Source: an optimization exercise on an open RTL-to-GDS flow (aim: small area). Production flows keep margins and buffers that such runs may drop.
At most, simulation tests tie the RTL to the original design; equivalence was not proved.
Power is estimated from default activity; no workload was simulated.

==> flow/design.v <==
`default_nettype none
package clk_div_pkg;
    typedef logic [10-1:0] master_t;
    typedef logic [8-1:0]   duty_t;
    typedef logic [13-1:0]     ch_time_t;
    typedef logic [1:0]              ch_idx_t;
    typedef logic [2:0]              ratio_t;
    localparam logic [3*4-1:0] CH_RATIO = {3'd5, 3'd3, 3'd2, 3'd1};
    typedef enum logic [1:0] {
        CALC_LOAD,
        CALC_DIVIDE,
        CALC_WRITE,
        CALC_COMMIT
    } calc_state_t;
endpackage
`default_nettype wire
`default_nettype none
module clk_divider_top (
    input  wire logic                 int_osc,
    input  wire logic                 rst,
    input  wire clk_div_pkg::master_t master_period_i,
    input  wire clk_div_pkg::duty_t   duty_cycle_i,
    output logic [4-1:0]     wave_o
);
    logic [6:0] t_q;
    logic       t_end;
    logic       t_mul;
    logic       t_div;
    assign t_end = (t_q == 7'd92);
    assign t_mul = (t_q[6:3] == 4'd1);
    assign t_div = (t_q[6:4] == 3'd1) && !(t_q[3] && (t_q[2] || t_q[1]));
    always_ff @(posedge int_osc or posedge rst) begin
        if (rst) begin
            t_q <= '0;
        end else begin
            t_q <= t_end ? 7'd0 : t_q + 7'd1;
        end
    end
    logic [9:0]  ms_q;
    logic [17:0] pr_q;
    logic [10:0] mul_sum;
    logic [8:0]  rem_sh;
    logic [8:0]  rem_inc;
    logic [9:0]  mul_b;
    logic [10:0] mc;
    assign mul_b = pr_q[0] ? ms_q : 10'd0;
    assign mc[0] = 1'b0;
    for (genvar i = 0; i < 10; i++) begin : g_mul
        assign mul_sum[i] = pr_q[8+i] ^ mul_b[i] ^ mc[i];
        assign mc[i+1]    = (pr_q[8+i] & mul_b[i]) | (mc[i] & (pr_q[8+i] ^ mul_b[i]));
    end
    assign mul_sum[10] = mc[10];
    assign rem_sh  = {pr_q[17:10], pr_q[9]};
    logic       qbit;
    logic [8:0] rc;
    assign qbit  = rem_sh[8] || (rem_sh[7:0] == 8'hff);
    assign rc[0] = qbit;
    for (genvar i = 0; i < 8; i++) begin : g_rinc
        assign rem_inc[i] = rem_sh[i] ^ rc[i];
        assign rc[i+1]    = rc[i] & rem_sh[i];
    end
    assign rem_inc[8] = qbit;
    always_ff @(posedge int_osc) begin
        if (t_q == 7'd0) begin
            ms_q <= master_period_i;
            pr_q <= {10'd0, duty_cycle_i};
        end else if (t_mul) begin
            pr_q <= {mul_sum, pr_q[7:1]};
        end else if (t_div) begin
            pr_q <= {rem_inc[7:0], pr_q[8:0], qbit};
        end
    end
    logic [7:0] e_new;
    logic [2:0] z_new;
    assign e_new = pr_q[17:10];
    logic [7:1] g;
    assign g[1] = (e_new >= 8'd51);
    assign g[2] = (e_new >= 8'd85);
    assign g[3] = (e_new >= 8'd102);
    assign g[4] = e_new[7];
    assign g[5] = (e_new >= 8'd153);
    assign g[6] = (e_new >= 8'd170);
    assign g[7] = (e_new >= 8'd204);
    assign z_new = {g[4], (g[2] && !g[4]) || g[6],
                    (g[1] && !g[2]) || (g[3] && !g[4]) || (g[5] && !g[6]) || g[7]};
    logic       vld_q;
    logic       upd_q;
    logic [9:0] m_q;
    logic [9:0] h_q;
    logic [2:0] z_q;
    logic       d1_q;
    logic [1:0] d2_q;
    logic [2:0] d3_q;
    logic       diff;
    assign diff = !vld_q || (ms_q != m_q) || (pr_q[9:0] != h_q)
               || (z_new != z_q);
    assign d1_q = z_q[2];
    assign d2_q = {z_q[2] && z_q[1], (z_q >= 3'd2) && (z_q <= 3'd5)};
    assign d3_q = {z_q == 3'd7, z_q[2] ^ (z_q[1] && z_q[0]), z_q[1] ^ z_q[0]};
    always_ff @(posedge int_osc or posedge rst) begin
        if (rst) begin
            vld_q <= 1'b0;
            upd_q <= 1'b0;
        end else begin
            upd_q <= t_end && diff;
            if (t_end) begin
                vld_q <= 1'b1;
            end
        end
    end
    always_ff @(posedge int_osc) begin
        if (t_end) begin
            m_q  <= ms_q;
            h_q  <= pr_q[9:0];
            z_q  <= z_new;
        end
    end
    logic [9:0]  c_q;
    logic        j1_q;
    logic [1:0]  j2_q;
    logic [2:0]  j3_q;
    logic        r1_q;
    logic [1:0]  r2_q;
    logic [2:0]  r3_q;
    logic [9:0]  h1_q;
    logic [9:0]  h2_q;
    logic [9:0]  h3_q;
    logic [9:0]  c_inc;
    logic        cwrap;
    logic        w0, w1, w2, w3;
    logic        e1, e2, e3;
    logic [9:0]  c_nxt;
    logic        r1_nxt;
    logic [1:0]  r2_nxt;
    logic [2:0]  r3_nxt;
    logic [9:0]  h1_nxt;
    logic [9:0]  h2_nxt;
    logic [9:0]  h3_nxt;
    logic [10:0] ci;
    assign ci[0] = 1'b1;
    for (genvar i = 0; i < 10; i++) begin : g_inc
        assign c_inc[i] = c_q[i] ^ ci[i];
        assign ci[i+1]  = ci[i] & c_q[i];
    end
    assign cwrap = (c_inc == m_q);
    assign w0 = upd_q || cwrap;
    assign w1 = upd_q || (cwrap && j1_q);
    assign w2 = upd_q || (cwrap && (j2_q == 2'd2));
    assign w3 = upd_q || (cwrap && (j3_q == 3'd4));
    assign e1 = r1_q;
    assign e2 = (r2_q == 2'd2);
    assign e3 = (r3_q == 3'd4);
    assign c_nxt  = w0 ? 10'd0 : c_inc;
    assign r1_nxt = (w1 || e1) ? 1'b0 : 1'b1;
    assign r2_nxt = (w2 || e2) ? 2'd0 : r2_q + 2'd1;
    assign r3_nxt = (w3 || e3) ? 3'd0 : r3_q + 3'd1;
    logic [10:0] b1, b2, b3;
    logic [9:0]  h1_dec, h2_dec, h3_dec;
    assign b1[0] = e1;
    assign b2[0] = e2;
    assign b3[0] = e3;
    for (genvar i = 0; i < 10; i++) begin : g_dec
        assign h1_dec[i] = h1_q[i] ^ b1[i];
        assign b1[i+1]   = b1[i] & ~h1_q[i];
        assign h2_dec[i] = h2_q[i] ^ b2[i];
        assign b2[i+1]   = b2[i] & ~h2_q[i];
        assign h3_dec[i] = h3_q[i] ^ b3[i];
        assign b3[i+1]   = b3[i] & ~h3_q[i];
    end
    assign h1_nxt = w1 ? h_q : h1_dec;
    assign h2_nxt = w2 ? h_q : h2_dec;
    assign h3_nxt = w3 ? h_q : h3_dec;
    always_ff @(posedge int_osc) begin
        c_q  <= c_nxt;
        r1_q <= r1_nxt;
        r2_q <= r2_nxt;
        r3_q <= r3_nxt;
        h1_q <= h1_nxt;
        h2_q <= h2_nxt;
        h3_q <= h3_nxt;
        if (w1) begin
            j1_q <= 1'b0;
        end else if (cwrap) begin
            j1_q <= 1'b1;
        end
        if (w2) begin
            j2_q <= 2'd0;
        end else if (cwrap) begin
            j2_q <= j2_q + 2'd1;
        end
        if (w3) begin
            j3_q <= 3'd0;
        end else if (cwrap) begin
            j3_q <= j3_q + 3'd1;
        end
    end
    always_ff @(posedge int_osc or posedge rst) begin
        if (rst) begin
            wave_o <= '0;
        end else begin
            wave_o[0] <= w0 ? (vld_q && (h_q != 10'd0))
                            : (wave_o[0] && (c_nxt != h_q));
            wave_o[1] <= w1 ? (vld_q && ((h_q != 10'd0) || d1_q))
                            : (wave_o[1] && !((h1_nxt == 10'd0) && (r1_nxt == d1_q)));
            wave_o[2] <= w2 ? (vld_q && ((h_q != 10'd0) || (d2_q != 2'd0)))
                            : (wave_o[2] && !((h2_nxt == 10'd0) && (r2_nxt == d2_q)));
            wave_o[3] <= w3 ? (vld_q && ((h_q != 10'd0) || (d3_q != 3'd0)))
                            : (wave_o[3] && !((h3_nxt == 10'd0) && (r3_nxt == d3_q)));
        end
    end
endmodule
`default_nettype wire
clock: 12.0 ns
lec_check: 0
cap_margin: 20
core_margin: 2
core_utilization: 70
slew_margin: 20
standard.sh (not shown) runs the stock make flow with config.mk's settings and CLKGATE_MAP_FILE= SYNTH_SCRIPT=/design/flow/synth_recipe.tcl, a recipe that flattens the netlist after the stock synthesis.
==> flow/flow/run.sh <==
#!/bin/bash
# Own layout flow: the standard layout (standard.sh) with three changes.
#  1. Synthesis is the standard flow's synthesis script (synth_recipe.tcl, the same
#     registers, flattening and renaming) with the adder extraction left out
#     and ABC run with the area-oriented script flow/area.abc.
#  2. Every port gets the smallest buffer, buf_1.
#  3. The clock tree uses clkbuf_4 and no dummy loads.
# Each step's full output goes to a log file of its own in this folder.
set -euo pipefail
here=$(pwd)
sed "s#log_cmd abc {\*}\$abc_args#log_cmd abc -script ${here}/flow/area.abc {*}[lrange \$abc_args 2 end]#" \
    "${FLOW_HOME}/scripts/synth.tcl" > synth_area.tcl
grep -q "flow/area.abc" synth_area.tcl
sed "s#source \$::env(SCRIPTS_DIR)/synth.tcl#source ${here}/synth_area.tcl#" \
    synth_recipe.tcl > synth_own.tcl
grep -q "synth_area.tcl" synth_own.tcl
bash standard.sh synth SYNTH_SCRIPT="${here}/synth_own.tcl" ADDER_MAP_FILE= > synth.log 2>&1
export BUFFER_PORTS_ARGS="-buffer_cell sky130_fd_sc_hd__buf_1"
export CTS_ARGS="-sink_clustering_enable -repair_clock_nets -dont_use_dummy_load -buf_list sky130_fd_sc_hd__clkbuf_4 -sink_clustering_size 16 -sink_clustering_max_diameter 60"
bash standard.sh finish > layout.log 2>&1
==> flow/flow/area.abc <==
strash
dc2
dch -f
amap
topo
dnsize -c
Then changed:
--- a/flow/design.v
+++ b/flow/design.v
@@ -27,7 +27,9 @@
     logic       t_mul;
     logic       t_div;
-    assign t_end = (t_q == 7'd92);
-    assign t_mul = (t_q[6:3] == 4'd1);
-    assign t_div = (t_q[6:4] == 3'd1) && !(t_q[3] && (t_q[2] || t_q[1]));
+    logic       t_start;
+    assign t_start = (t_q == 7'd0);
+    assign t_end   = (t_q == 7'd92);
+    assign t_mul   = (t_q >= 7'd74) && (t_q <= 7'd81);
+    assign t_div   = (t_q >= 7'd82) && (t_q <= 7'd91);
     always_ff @(posedge int_osc or posedge rst) begin
         if (rst) begin
@@ -62,11 +64,16 @@
     assign rem_inc[8] = qbit;
     always_ff @(posedge int_osc) begin
-        if (t_q == 7'd0) begin
+        if (t_start) begin
             ms_q <= master_period_i;
-            pr_q <= {10'd0, duty_cycle_i};
-        end else if (t_mul) begin
+        end
+        if (t_mul) begin
             pr_q <= {mul_sum, pr_q[7:1]};
         end else if (t_div) begin
             pr_q <= {rem_inc[7:0], pr_q[8:0], qbit};
+        end else begin
+            pr_q[17:8] <= 10'd0;
+            if (t_start) begin
+                pr_q[7:0] <= duty_cycle_i;
+            end
         end
     end
@@ -120,5 +127,5 @@
     logic [1:0]  j2_q;
     logic [2:0]  j3_q;
-    logic        r1_q;
+    logic        r1_q;   
     logic [1:0]  r2_q;
     logic [2:0]  r3_q;
@@ -146,13 +153,14 @@
     assign w0 = upd_q || cwrap;
     assign w1 = upd_q || (cwrap && j1_q);
-    assign w2 = upd_q || (cwrap && (j2_q == 2'd2));
-    assign w3 = upd_q || (cwrap && (j3_q == 3'd4));
+    assign w2 = upd_q || (cwrap && j2_q[1]);   
+    assign w3 = upd_q || (cwrap && j3_q[2]);   
+    assign r1_q = c_q[0] ^ (j1_q && m_q[0]);
     assign e1 = r1_q;
-    assign e2 = (r2_q == 2'd2);
-    assign e3 = (r3_q == 3'd4);
+    assign e2 = r2_q[1];   
+    assign e3 = r3_q[2];   
     assign c_nxt  = w0 ? 10'd0 : c_inc;
-    assign r1_nxt = (w1 || e1) ? 1'b0 : 1'b1;
-    assign r2_nxt = (w2 || e2) ? 2'd0 : r2_q + 2'd1;
-    assign r3_nxt = (w3 || e3) ? 3'd0 : r3_q + 3'd1;
+    assign r1_nxt = !(upd_q || e1);
+    assign r2_nxt = (upd_q || e2) ? 2'd0 : r2_q + 2'd1;
+    assign r3_nxt = (upd_q || e3) ? 3'd0 : r3_q + 3'd1;
     logic [10:0] b1, b2, b3;
     logic [9:0]  h1_dec, h2_dec, h3_dec;
@@ -173,5 +181,4 @@
     always_ff @(posedge int_osc) begin
         c_q  <= c_nxt;
-        r1_q <= r1_nxt;
         r2_q <= r2_nxt;
         r3_q <= r3_nxt;
@@ -199,12 +206,8 @@
             wave_o <= '0;
         end else begin
-            wave_o[0] <= w0 ? (vld_q && (h_q != 10'd0))
-                            : (wave_o[0] && (c_nxt != h_q));
-            wave_o[1] <= w1 ? (vld_q && ((h_q != 10'd0) || d1_q))
-                            : (wave_o[1] && !((h1_nxt == 10'd0) && (r1_nxt == d1_q)));
-            wave_o[2] <= w2 ? (vld_q && ((h_q != 10'd0) || (d2_q != 2'd0)))
-                            : (wave_o[2] && !((h2_nxt == 10'd0) && (r2_nxt == d2_q)));
-            wave_o[3] <= w3 ? (vld_q && ((h_q != 10'd0) || (d3_q != 3'd0)))
-                            : (wave_o[3] && !((h3_nxt == 10'd0) && (r3_nxt == d3_q)));
+            wave_o[0] <= vld_q && (w0 || wave_o[0]) && (c_nxt != h_q);
+            wave_o[1] <= vld_q && (w1 || wave_o[1]) && !((h1_nxt == 10'd0) && (r1_nxt == d1_q));
+            wave_o[2] <= vld_q && (w2 || wave_o[2]) && !((h2_nxt == 10'd0) && (r2_nxt == d2_q));
+            wave_o[3] <= vld_q && (w3 || wave_o[3]) && !((h3_nxt == 10'd0) && (r3_nxt == d3_q));
         end
     end
The changed run completed without violations; design area is lower by a few percent; sequential power stays flat; setup slack is better by 280 ps; power hardly moves; global-route usage is higher by 0.11 points; via count is lower by a few percent; register-to-register slack is better by 280 ps.
The RTL of the second run of this note was laid out without a check of its function.

-- separate check: timing with driven ports --
No port has a modelled driver above. Below, the same layouts with a new extraction and two added sets of constraints. Step 1 (the two cells are an assumption about what drives the block):
set clk [get_ports {int_osc}]
set_driving_cell -lib_cell sky130_fd_sc_hd__clkbuf_16 $clk
set_driving_cell -lib_cell sky130_fd_sc_hd__buf_2 [delete_from_list [all_inputs] $clk]
Step 2 also shifts input and output timing later by t, the mid clock arrival at the registers, as if the neighbouring blocks saw the same clock. Three values: ideal, step 1, step 2; two values: the first two.
| run | t (ns) | setup slack, ns | worst setup path after step 2 | latest minus earliest clock arrival (ns) | worst register clock-pin slew, ns |
|---|---|---|---|---|---|
| the first run | 0.500 | 6.788 / 6.788 / 6.788 | register to register | 0.052 / 0.051 | 0.11 / 0.11 |
| the second run | 0.533 | 7.070 / 7.070 / 7.070 | register to register | 0.032 / 0.032 | 0.10 / 0.10 |
After both steps setup and hold are still met in every run listed.
